Context: an optimization exercise on an open-source flow, tuned for small area. The choices shown serve that exercise and are no tape-out recipe.
Only simulation tests tie the RTL to the original design; equivalence was not proved.

==> inputs of build 5 <==
==> flow/design.v <==
package decode_pkg;
	typedef logic [31:0] data_t;       
	typedef logic [4:0]  reg_addr_t;   
	typedef logic [31:0] instr_t;
	typedef logic [5:0]  opcode_t;     
	typedef logic [3:0]  alu_op_t;
	typedef logic [10:0] exec_ctrl_t;
	typedef logic [8:0]  mem_ctrl_t;
	typedef logic [1:0]  wb_ctrl_t;
	localparam int num_regs = 32;
	localparam opcode_t op_rtype = 6'd0;
	localparam opcode_t op_j     = 6'd2;
	localparam opcode_t op_jal   = 6'd3;
	localparam opcode_t op_beq   = 6'd4;
	localparam opcode_t op_addi  = 6'd8;
	localparam opcode_t op_lw    = 6'd35;
	localparam opcode_t op_sw    = 6'd43;
	localparam opcode_t fn_sll = 6'd0;
	localparam opcode_t fn_jr  = 6'd8;
	localparam opcode_t fn_add = 6'd32;
	localparam opcode_t fn_sub = 6'd34;
	localparam opcode_t fn_and = 6'd36;
	localparam opcode_t fn_or  = 6'd37;
	localparam alu_op_t alu_add = 4'd0;
	localparam alu_op_t alu_sub = 4'd1;
	localparam alu_op_t alu_and = 4'd2;
	localparam alu_op_t alu_or  = 4'd3;
	localparam alu_op_t alu_sll = 4'd4;
	localparam int ex_alu_op_lsb   = 7;   
	localparam int ex_reg_dst_bit  = 6;
	localparam int ex_jump_bit     = 5;
	localparam int ex_jump_reg_bit = 4;
	localparam int ex_alu_src_bit  = 3;
	localparam int ex_branch_bit   = 2;
	localparam int ex_shift_bit    = 1;
	localparam int ex_link_bit     = 0;
	localparam int mem_write_bit = 0;
	localparam int mem_read_bit  = 1;
	localparam int mem_word_bit  = 4;
	localparam int wb_reg_write_bit  = 1;
	localparam int wb_mem_to_reg_bit = 0;
	localparam logic [3:0] cls_none = 4'd0;
	localparam logic [3:0] cls_add  = 4'd1;
	localparam logic [3:0] cls_sub  = 4'd2;
	localparam logic [3:0] cls_and  = 4'd3;
	localparam logic [3:0] cls_or   = 4'd4;
	localparam logic [3:0] cls_sll  = 4'd5;
	localparam logic [3:0] cls_jr   = 4'd6;
	localparam logic [3:0] cls_addi = 4'd7;
	localparam logic [3:0] cls_lw   = 4'd8;
	localparam logic [3:0] cls_sw   = 4'd9;
	localparam logic [3:0] cls_beq  = 4'd10;
	localparam logic [3:0] cls_j    = 4'd11;
	localparam logic [3:0] cls_jal  = 4'd12;
endpackage
`timescale 1ns/1ps
module control_decoder
(
	input  decode_pkg::instr_t instr,
	output logic [3:0]         cls,
	output logic               is_jump,   
	output logic               is_jr
);
	logic [5:0] opcode;
	logic [5:0] funct;
	assign opcode = instr[31:26];
	assign funct  = instr[5:0];
	always_comb
	begin
		cls = decode_pkg::cls_none;
		case (opcode)
			decode_pkg::op_rtype:
				case (funct)
					decode_pkg::fn_add: cls = decode_pkg::cls_add;
					decode_pkg::fn_sub: cls = decode_pkg::cls_sub;
					decode_pkg::fn_and: cls = decode_pkg::cls_and;
					decode_pkg::fn_or:  cls = decode_pkg::cls_or;
					decode_pkg::fn_sll: cls = decode_pkg::cls_sll;
					decode_pkg::fn_jr:  cls = decode_pkg::cls_jr;
					default:            cls = decode_pkg::cls_none;
				endcase
			decode_pkg::op_addi: cls = decode_pkg::cls_addi;
			decode_pkg::op_lw:   cls = decode_pkg::cls_lw;
			decode_pkg::op_sw:   cls = decode_pkg::cls_sw;
			decode_pkg::op_beq:  cls = decode_pkg::cls_beq;
			decode_pkg::op_j:    cls = decode_pkg::cls_j;
			decode_pkg::op_jal:  cls = decode_pkg::cls_jal;
			default:             cls = decode_pkg::cls_none;
		endcase
	end
	assign is_jump = (opcode == decode_pkg::op_j) || (opcode == decode_pkg::op_jal);
	assign is_jr   = (opcode == decode_pkg::op_rtype) && (funct == decode_pkg::fn_jr);
endmodule
`timescale 1ns/1ps
module rf_write_bit
(
	input  logic we,
	input  logic nwe,
	input  logic wd,
	input  logic q,
	output logic d
);
	assign d = (we & wd) | (nwe & q);
endmodule
module register_read_bit
(
	input  logic [31:1] s,
	input  logic [31:1] d,
	output logic        y
);
	logic [10:0] t;   
	for (genvar g = 0; g < 10; g++)
	begin : g_grp
		rf_aoi3 u_aoi (.s(s[3*g+3:3*g+1]), .d(d[3*g+3:3*g+1]), .yn(t[g]));
	end
	assign t[10] = ~(s[31] & d[31]);
	assign y     = ~&t;
endmodule
module rf_aoi3
(
	input  logic [2:0] s,
	input  logic [2:0] d,
	output logic       yn
);
	assign yn = ~|(s & d);
endmodule
`timescale 1ns/1ps
module control_expand
(
	input  logic [3:0]             cls,
	output decode_pkg::exec_ctrl_t ctrl_exec,
	output decode_pkg::mem_ctrl_t  ctrl_mem,
	output decode_pkg::wb_ctrl_t   ctrl_wb,
	output logic                   is_load
);
	decode_pkg::exec_ctrl_t exec_c;
	decode_pkg::mem_ctrl_t  mem_c;
	decode_pkg::wb_ctrl_t   wb_c;
	always_comb
	begin
		exec_c = '0;
		mem_c  = '0;
		wb_c   = '0;
		case (cls)
			decode_pkg::cls_add, decode_pkg::cls_sub, decode_pkg::cls_and,
			decode_pkg::cls_or, decode_pkg::cls_sll:
			begin
				exec_c[decode_pkg::ex_reg_dst_bit] = 1'b1;
				wb_c[decode_pkg::wb_reg_write_bit] = 1'b1;
				case (cls)
					decode_pkg::cls_sub: exec_c[decode_pkg::ex_alu_op_lsb +: 4] = decode_pkg::alu_sub;
					decode_pkg::cls_and: exec_c[decode_pkg::ex_alu_op_lsb +: 4] = decode_pkg::alu_and;
					decode_pkg::cls_or:  exec_c[decode_pkg::ex_alu_op_lsb +: 4] = decode_pkg::alu_or;
					decode_pkg::cls_sll:
					begin
						exec_c[decode_pkg::ex_alu_op_lsb +: 4] = decode_pkg::alu_sll;
						exec_c[decode_pkg::ex_shift_bit] = 1'b1;
					end
					default: exec_c[decode_pkg::ex_alu_op_lsb +: 4] = decode_pkg::alu_add;
				endcase
			end
			decode_pkg::cls_jr: exec_c[decode_pkg::ex_jump_reg_bit] = 1'b1;
			decode_pkg::cls_addi:
			begin
				exec_c[decode_pkg::ex_alu_src_bit] = 1'b1;
				wb_c[decode_pkg::wb_reg_write_bit] = 1'b1;
			end
			decode_pkg::cls_lw:
			begin
				exec_c[decode_pkg::ex_alu_src_bit]  = 1'b1;
				mem_c[decode_pkg::mem_read_bit]     = 1'b1;
				mem_c[decode_pkg::mem_word_bit]     = 1'b1;
				wb_c[decode_pkg::wb_reg_write_bit]  = 1'b1;
				wb_c[decode_pkg::wb_mem_to_reg_bit] = 1'b1;
			end
			decode_pkg::cls_sw:
			begin
				exec_c[decode_pkg::ex_alu_src_bit] = 1'b1;
				mem_c[decode_pkg::mem_write_bit]   = 1'b1;
				mem_c[decode_pkg::mem_word_bit]    = 1'b1;
			end
			decode_pkg::cls_beq:
			begin
				exec_c[decode_pkg::ex_alu_op_lsb +: 4] = decode_pkg::alu_sub;
				exec_c[decode_pkg::ex_branch_bit] = 1'b1;
			end
			decode_pkg::cls_j: exec_c[decode_pkg::ex_jump_bit] = 1'b1;
			decode_pkg::cls_jal:
			begin
				exec_c[decode_pkg::ex_jump_bit]    = 1'b1;
				exec_c[decode_pkg::ex_link_bit]    = 1'b1;
				wb_c[decode_pkg::wb_reg_write_bit] = 1'b1;
			end
			default: ;
		endcase
	end
	assign ctrl_exec = exec_c;
	assign ctrl_mem  = mem_c;
	assign ctrl_wb   = wb_c;
	assign is_load   = (cls == decode_pkg::cls_lw);
endmodule
`timescale 1ns/1ps
module decode_stage
(
	input  logic                   clk,
	input  logic                   reset,
	input  decode_pkg::instr_t     instr,
	input  decode_pkg::data_t      pc_plus4,
	input  logic                   flush,
	input  logic                   halt,
	input  logic                   reg_write,
	input  decode_pkg::reg_addr_t  write_addr,
	input  decode_pkg::data_t      write_data,
	input  decode_pkg::reg_addr_t  debug_addr,
	output decode_pkg::data_t      ex_pc_plus4,
	output decode_pkg::data_t      ex_imm,
	output decode_pkg::reg_addr_t  ex_rs,
	output decode_pkg::reg_addr_t  ex_rt,
	output decode_pkg::reg_addr_t  ex_rd,
	output decode_pkg::reg_addr_t  ex_shamt,
	output decode_pkg::exec_ctrl_t ex_exec,
	output decode_pkg::mem_ctrl_t  ex_mem,
	output decode_pkg::wb_ctrl_t   ex_wb,
	output decode_pkg::data_t      ex_rs_data,
	output decode_pkg::data_t      ex_rt_data,
	output logic                   ex_halt,
	output logic                   jump,
	output logic                   jump_reg,
	output decode_pkg::data_t      jump_target,
	output decode_pkg::data_t      jump_reg_target,
	output logic                   stall,
	output decode_pkg::data_t      debug_data
);
	logic [4:0] rs_addr;
	logic [4:0] rt_addr;
	assign rs_addr = instr[25:21];
	assign rt_addr = instr[20:16];
	logic [31:1][31:0] rf;
	logic [31:1]       rf_valid;
	logic [31:1]       we;
	logic [31:1]       nwe;
	always_comb
	begin
		for (int i = 1; i < 32; i++)
			we[i] = reg_write && (write_addr == i);
	end
	assign nwe = ~we;
	always_ff @(posedge clk or posedge reset)
	begin
		if (reset)
			rf_valid <= '0;
		else
			rf_valid <= rf_valid | we;
	end
	for (genvar i = 1; i < 32; i++)
	begin : g_row
		logic [31:0] d;
		for (genvar b = 0; b < 32; b++)
		begin : g_bit
			rf_write_bit u_w (.we(we[i]), .nwe(nwe[i]), .wd(write_data[b]), .q(rf[i][b]), .d(d[b]));
		end
		always_ff @(posedge clk)
			rf[i] <= d;
	end
	logic [31:1] sel_rs;
	logic [31:1] sel_rt;
	logic [31:1] sel_dbg;
	always_comb
	begin
		for (int i = 1; i < 32; i++)
		begin
			sel_rs[i]  = rf_valid[i] && !flush && (rs_addr == i);
			sel_rt[i]  = rf_valid[i] && !flush && (rt_addr == i);
			sel_dbg[i] = rf_valid[i] && (debug_addr == i);
		end
	end
	logic [31:0] rs_data_g;   
	logic [31:0] rt_data_g;   
	for (genvar b = 0; b < 32; b++)
	begin : g_col
		logic [31:1] col;
		for (genvar i = 1; i < 32; i++)
		begin : g_c
			assign col[i] = rf[i][b];
		end
		register_read_bit u_rs  (.s(sel_rs),  .d(col), .y(rs_data_g[b]));
		register_read_bit u_rt  (.s(sel_rt),  .d(col), .y(rt_data_g[b]));
		register_read_bit u_dbg (.s(sel_dbg), .d(col), .y(debug_data[b]));
	end
	logic [3:0] cls;
	logic       is_jump;
	logic       is_jr;
	control_decoder u_control_decoder
	(
		.instr   (instr),
		.cls     (cls),
		.is_jump (is_jump),
		.is_jr   (is_jr)
	);
	logic [3:0]  ex_cls;
	logic [25:0] ex_fields;   
	logic        ex_load;
	assign stall = ex_load && ((ex_fields[20:16] == rs_addr) || (ex_fields[20:16] == rt_addr)) && !flush;
	assign jump            = !flush && is_jump;
	assign jump_reg        = !flush && is_jr;
	assign jump_target     = flush ? '0 : {pc_plus4[31:28], instr[25:0], 2'b00};
	assign jump_reg_target = rs_data_g;
	always_ff @(posedge clk or posedge reset)
	begin
		if (reset)
		begin
			ex_pc_plus4 <= '0;
			ex_fields   <= '0;
			ex_cls      <= '0;
			ex_rs_data  <= '0;
			ex_rt_data  <= '0;
			ex_halt     <= 1'b0;
		end
		else
		begin
			ex_halt     <= halt;   
			ex_pc_plus4 <= flush ? '0 : pc_plus4;
			ex_fields   <= flush ? '0 : instr[25:0];
			ex_rs_data  <= rs_data_g;
			ex_rt_data  <= rt_data_g;
			ex_cls      <= (flush || stall) ? '0 : cls;
		end
	end
	assign ex_rs    = ex_fields[25:21];
	assign ex_rt    = ex_fields[20:16];
	assign ex_rd    = ex_fields[15:11];
	assign ex_shamt = ex_fields[10:6];
	assign ex_imm   = {{16{ex_fields[15]}}, ex_fields[15:0]};
	control_expand u_control_expand
	(
		.cls       (ex_cls),
		.ctrl_exec (ex_exec),
		.ctrl_mem  (ex_mem),
		.ctrl_wb   (ex_wb),
		.is_load   (ex_load)
	);
endmodule
==> flow/run.sh <==
#!/bin/bash
# synth_recipe.tcl (not shown) runs the flow's synth.tcl, then flattens the netlist and writes it again
# the make line also repeats each setting of config.mk as NAME=value (left out here)
make -C /OpenROAD-flow-scripts/flow DESIGN_CONFIG=/design/flow/config.mk WORK_HOME=/design/flow/orfs CLKGATE_MAP_FILE= SYNTH_SCRIPT=/design/flow/synth_recipe.tcl finish
==> flow/config.mk <==
export PLATFORM = sky130hd
export DESIGN_NAME = decode_stage
export DESIGN_NICKNAME = decode_stage
export VERILOG_FILES = /design/flow/design.v
export SDC_FILE = /design/flow/constraint.sdc
export NUM_CORES = 4
export LEC_CHECK = 0
export CAP_MARGIN = 20
export CELL_PAD_IN_SITES_DETAIL_PLACEMENT = 1
export CELL_PAD_IN_SITES_GLOBAL_PLACEMENT = 2
export CORE_MARGIN = 2
export CORE_UTILIZATION = 30
export SETUP_SLACK_MARGIN = 0.5
export SLEW_MARGIN = 20
export SYNTH_HIERARCHICAL = 1
==> flow/constraint.sdc <==
create_clock -name core_clock -period 10.0 [get_ports {clk}]
set_input_delay 2.0000 -clock core_clock [delete_from_list [all_inputs] [get_ports {clk}]]
set_output_delay 2.0000 -clock core_clock [all_outputs]
set_load 0.01 [all_outputs]
==> build 55 (differences from build 5) <==
--- a/flow/design.v
+++ b/flow/design.v
@@ -42,14 +42,14 @@
 	localparam logic [3:0] cls_none = 4'd0;
-	localparam logic [3:0] cls_add  = 4'd1;
-	localparam logic [3:0] cls_sub  = 4'd2;
-	localparam logic [3:0] cls_and  = 4'd3;
-	localparam logic [3:0] cls_or   = 4'd4;
-	localparam logic [3:0] cls_sll  = 4'd5;
-	localparam logic [3:0] cls_jr   = 4'd6;
-	localparam logic [3:0] cls_addi = 4'd7;
+	localparam logic [3:0] cls_add  = 4'd14;
+	localparam logic [3:0] cls_sub  = 4'd6;
+	localparam logic [3:0] cls_and  = 4'd10;
+	localparam logic [3:0] cls_or   = 4'd5;
+	localparam logic [3:0] cls_sll  = 4'd3;
+	localparam logic [3:0] cls_jr   = 4'd15;
+	localparam logic [3:0] cls_addi = 4'd12;
 	localparam logic [3:0] cls_lw   = 4'd8;
-	localparam logic [3:0] cls_sw   = 4'd9;
-	localparam logic [3:0] cls_beq  = 4'd10;
-	localparam logic [3:0] cls_j    = 4'd11;
-	localparam logic [3:0] cls_jal  = 4'd12;
+	localparam logic [3:0] cls_sw   = 4'd2;
+	localparam logic [3:0] cls_beq  = 4'd11;
+	localparam logic [3:0] cls_j    = 4'd9;
+	localparam logic [3:0] cls_jal  = 4'd4;
 endpackage
==> flow/flow/run.sh (new file) <==
#!/bin/bash
# The standard layout (standard.sh: unchanged synthesis, floorplan, power grid
# and tap cells), with these steps changed:
#  - the port buffers are buf_1 cells instead of the resizer's default choice;
#  - before the post-placement repair_design, the buffers that timing-driven
#    placement put on internal nets are removed (pre_resize.tcl), so that
#    repair_design redoes those nets, sizing drivers up where that is enough;
#  - clock tree synthesis uses small leaf buffers over small clusters and no
#    dummy loads.
set -euo pipefail
here=$(pwd)
export BUFFER_PORTS_ARGS="-buffer_cell sky130_fd_sc_hd__buf_1"
export PRE_RESIZE_TCL="$here/flow/pre_resize.tcl"
export CTS_ARGS="-sink_clustering_enable -repair_clock_nets -dont_use_dummy_load -root_buf sky130_fd_sc_hd__clkbuf_16 -buf_list sky130_fd_sc_hd__clkbuf_4 -sink_clustering_size 8 -sink_clustering_max_diameter 40"
bash standard.sh finish > standard_flow.log 2>&1
==> flow/flow/pre_resize.tcl (new file) <==
# Runs in ORFS's resize step (3_4), before its repair_design. Timing-driven
# global placement leaves buffers on the high-fanout internal nets; remove
# them (but not the port buffers, named input*/output*) so that
# repair_design fixes those nets again from scratch, sizing up their drivers
# where that is enough.
set place_bufs {}
foreach inst [get_cells place*] {
  if {[get_property [get_lib_cells -of_objects $inst] is_buffer]} {
    lappend place_bufs [get_full_name $inst]
  }
}
puts "pre_resize: removing [llength $place_bufs] placement buffers"
if {[llength $place_bufs] > 0} {
  remove_buffers {*}$place_bufs
}
==> flow/standard.sh (new file) <==
#!/bin/bash
# synth_recipe.tcl (not shown) runs the flow's synth.tcl, then flattens the netlist and writes it again
# the make line also repeats each setting of config.mk as NAME=value (left out here)
make -C /OpenROAD-flow-scripts/flow DESIGN_CONFIG=/design/flow/config.mk WORK_HOME=/design/flow/orfs CLKGATE_MAP_FILE= SYNTH_SCRIPT=/design/flow/synth_recipe.tcl "${@:-finish}"
Settings changed: CAP_MARGIN 20 to 10, SLEW_MARGIN 20 to 10.
removed: flow/run.sh
==> trial 4 (differences from build 5) <==
--- a/flow/design.v
+++ b/flow/design.v
@@ -42,14 +42,14 @@
 	localparam logic [3:0] cls_none = 4'd0;
-	localparam logic [3:0] cls_add  = 4'd1;
-	localparam logic [3:0] cls_sub  = 4'd2;
-	localparam logic [3:0] cls_and  = 4'd3;
-	localparam logic [3:0] cls_or   = 4'd4;
-	localparam logic [3:0] cls_sll  = 4'd5;
-	localparam logic [3:0] cls_jr   = 4'd6;
-	localparam logic [3:0] cls_addi = 4'd7;
+	localparam logic [3:0] cls_add  = 4'd14;
+	localparam logic [3:0] cls_sub  = 4'd6;
+	localparam logic [3:0] cls_and  = 4'd10;
+	localparam logic [3:0] cls_or   = 4'd5;
+	localparam logic [3:0] cls_sll  = 4'd3;
+	localparam logic [3:0] cls_jr   = 4'd15;
+	localparam logic [3:0] cls_addi = 4'd12;
 	localparam logic [3:0] cls_lw   = 4'd8;
-	localparam logic [3:0] cls_sw   = 4'd9;
-	localparam logic [3:0] cls_beq  = 4'd10;
-	localparam logic [3:0] cls_j    = 4'd11;
-	localparam logic [3:0] cls_jal  = 4'd12;
+	localparam logic [3:0] cls_sw   = 4'd2;
+	localparam logic [3:0] cls_beq  = 4'd11;
+	localparam logic [3:0] cls_j    = 4'd9;
+	localparam logic [3:0] cls_jal  = 4'd4;
 endpackage
==> flow/flow/run.sh (new file) <==
#!/bin/bash
# The standard layout (standard.sh: unchanged synthesis, floorplan, power grid
# and tap cells), with these steps changed:
#  - the port buffers are buf_1 cells instead of the resizer's default choice;
#  - before the post-placement repair_design, the buffers that timing-driven
#    placement put on internal nets are removed (pre_resize.tcl), so that
#    repair_design redoes those nets, sizing drivers up where that is enough;
#  - clock tree synthesis uses small leaf buffers over small clusters and no
#    dummy loads.
set -euo pipefail
here=$(pwd)
export BUFFER_PORTS_ARGS="-buffer_cell sky130_fd_sc_hd__buf_1"
export PRE_RESIZE_TCL="$here/flow/pre_resize.tcl"
export CTS_ARGS="-sink_clustering_enable -repair_clock_nets -dont_use_dummy_load -root_buf sky130_fd_sc_hd__clkbuf_16 -buf_list sky130_fd_sc_hd__clkbuf_4 -sink_clustering_size 8 -sink_clustering_max_diameter 50"
bash standard.sh finish > standard_flow.log 2>&1
==> flow/flow/pre_resize.tcl (new file) <==
# Runs in ORFS's resize step (3_4), before its repair_design. Timing-driven
# global placement leaves buffers on the high-fanout internal nets; remove
# them (but not the port buffers, named input*/output*) so that
# repair_design fixes those nets again from scratch, sizing up their drivers
# where that is enough.
set place_bufs {}
foreach inst [get_cells place*] {
  if {[get_property [get_lib_cells -of_objects $inst] is_buffer]} {
    lappend place_bufs [get_full_name $inst]
  }
}
puts "pre_resize: removing [llength $place_bufs] placement buffers"
if {[llength $place_bufs] > 0} {
  remove_buffers {*}$place_bufs
}
==> flow/standard.sh (new file) <==
#!/bin/bash
# synth_recipe.tcl (not shown) runs the flow's synth.tcl, then flattens the netlist and writes it again
# the make line also repeats each setting of config.mk as NAME=value (left out here)
make -C /OpenROAD-flow-scripts/flow DESIGN_CONFIG=/design/flow/config.mk WORK_HOME=/design/flow/orfs CLKGATE_MAP_FILE= SYNTH_SCRIPT=/design/flow/synth_recipe.tcl "${@:-finish}"
Settings changed: CAP_MARGIN 20 to 30, SLEW_MARGIN 20 to 30.
removed: flow/run.sh
==> run_results.csv <==
group,metric,value,unit
finish,multi_input_area,0.0239,mm²
sta,post-route-min-period,7.43,ns
hold_path,min_from,"rf[320]$_DFF_P_",
outcome,status,"finished clean",
The numbers above come from trial 4.

==> run_results.csv <==
group,metric,value,unit
logic_synthesis,synth_top_area_cell,"dfxtp_1",
logic_synthesis,async_flop_share,13.7,%
finish,multi_input_area,0.0234,mm²
finish,buffers,569,
sta,post-route-min-period,8.28,ns
outcome,status,"finished clean",
The numbers above come from build 5.

==> run_results.csv <==
group,metric,value,unit
outcome,status,"failed layout checks",
run,maxCapViolations,4,
outcome,so_faults,"max-capacitance violations, max-slew violations",
sta,post-route-min-period,7.78,ns
sta,maxSlewViolCount,186,
The numbers above come from build 55.

what the ideal ports hide:
Ports are ideal in the flow. The routed layouts listed here were re-timed in OpenROAD. Step 1 assumes that a clkbuf_16 drives the clock port and a buf_2 every other input. Step 2 moves the port delays by t, midway between the first and last clock arrival at a register: inputs arrive t later, outputs are due t later. That takes back most of the time a late clock gives input paths. Slacks: ideal ports / drivers / drivers and shift; pairs: ideal ports / drivers.
run | shift t [ns] | slack for setup (ns) | worst data-port slew with drivers (ns) | cell pins on the clock port's net
build 5 | 0.867 | 1.723 / 1.680 / 1.680 | 0.14 | 1
build 55 | 0.920 | 2.222 / 2.182 / 2.182 | 0.18 | 1
trial 4 | 0.920 | 2.571 / 2.531 / 2.531 | 0.18 | 1
The setup slack of build 5, which loses most, moves by -0.043 ns with the drivers and by -0.043 ns with both steps.
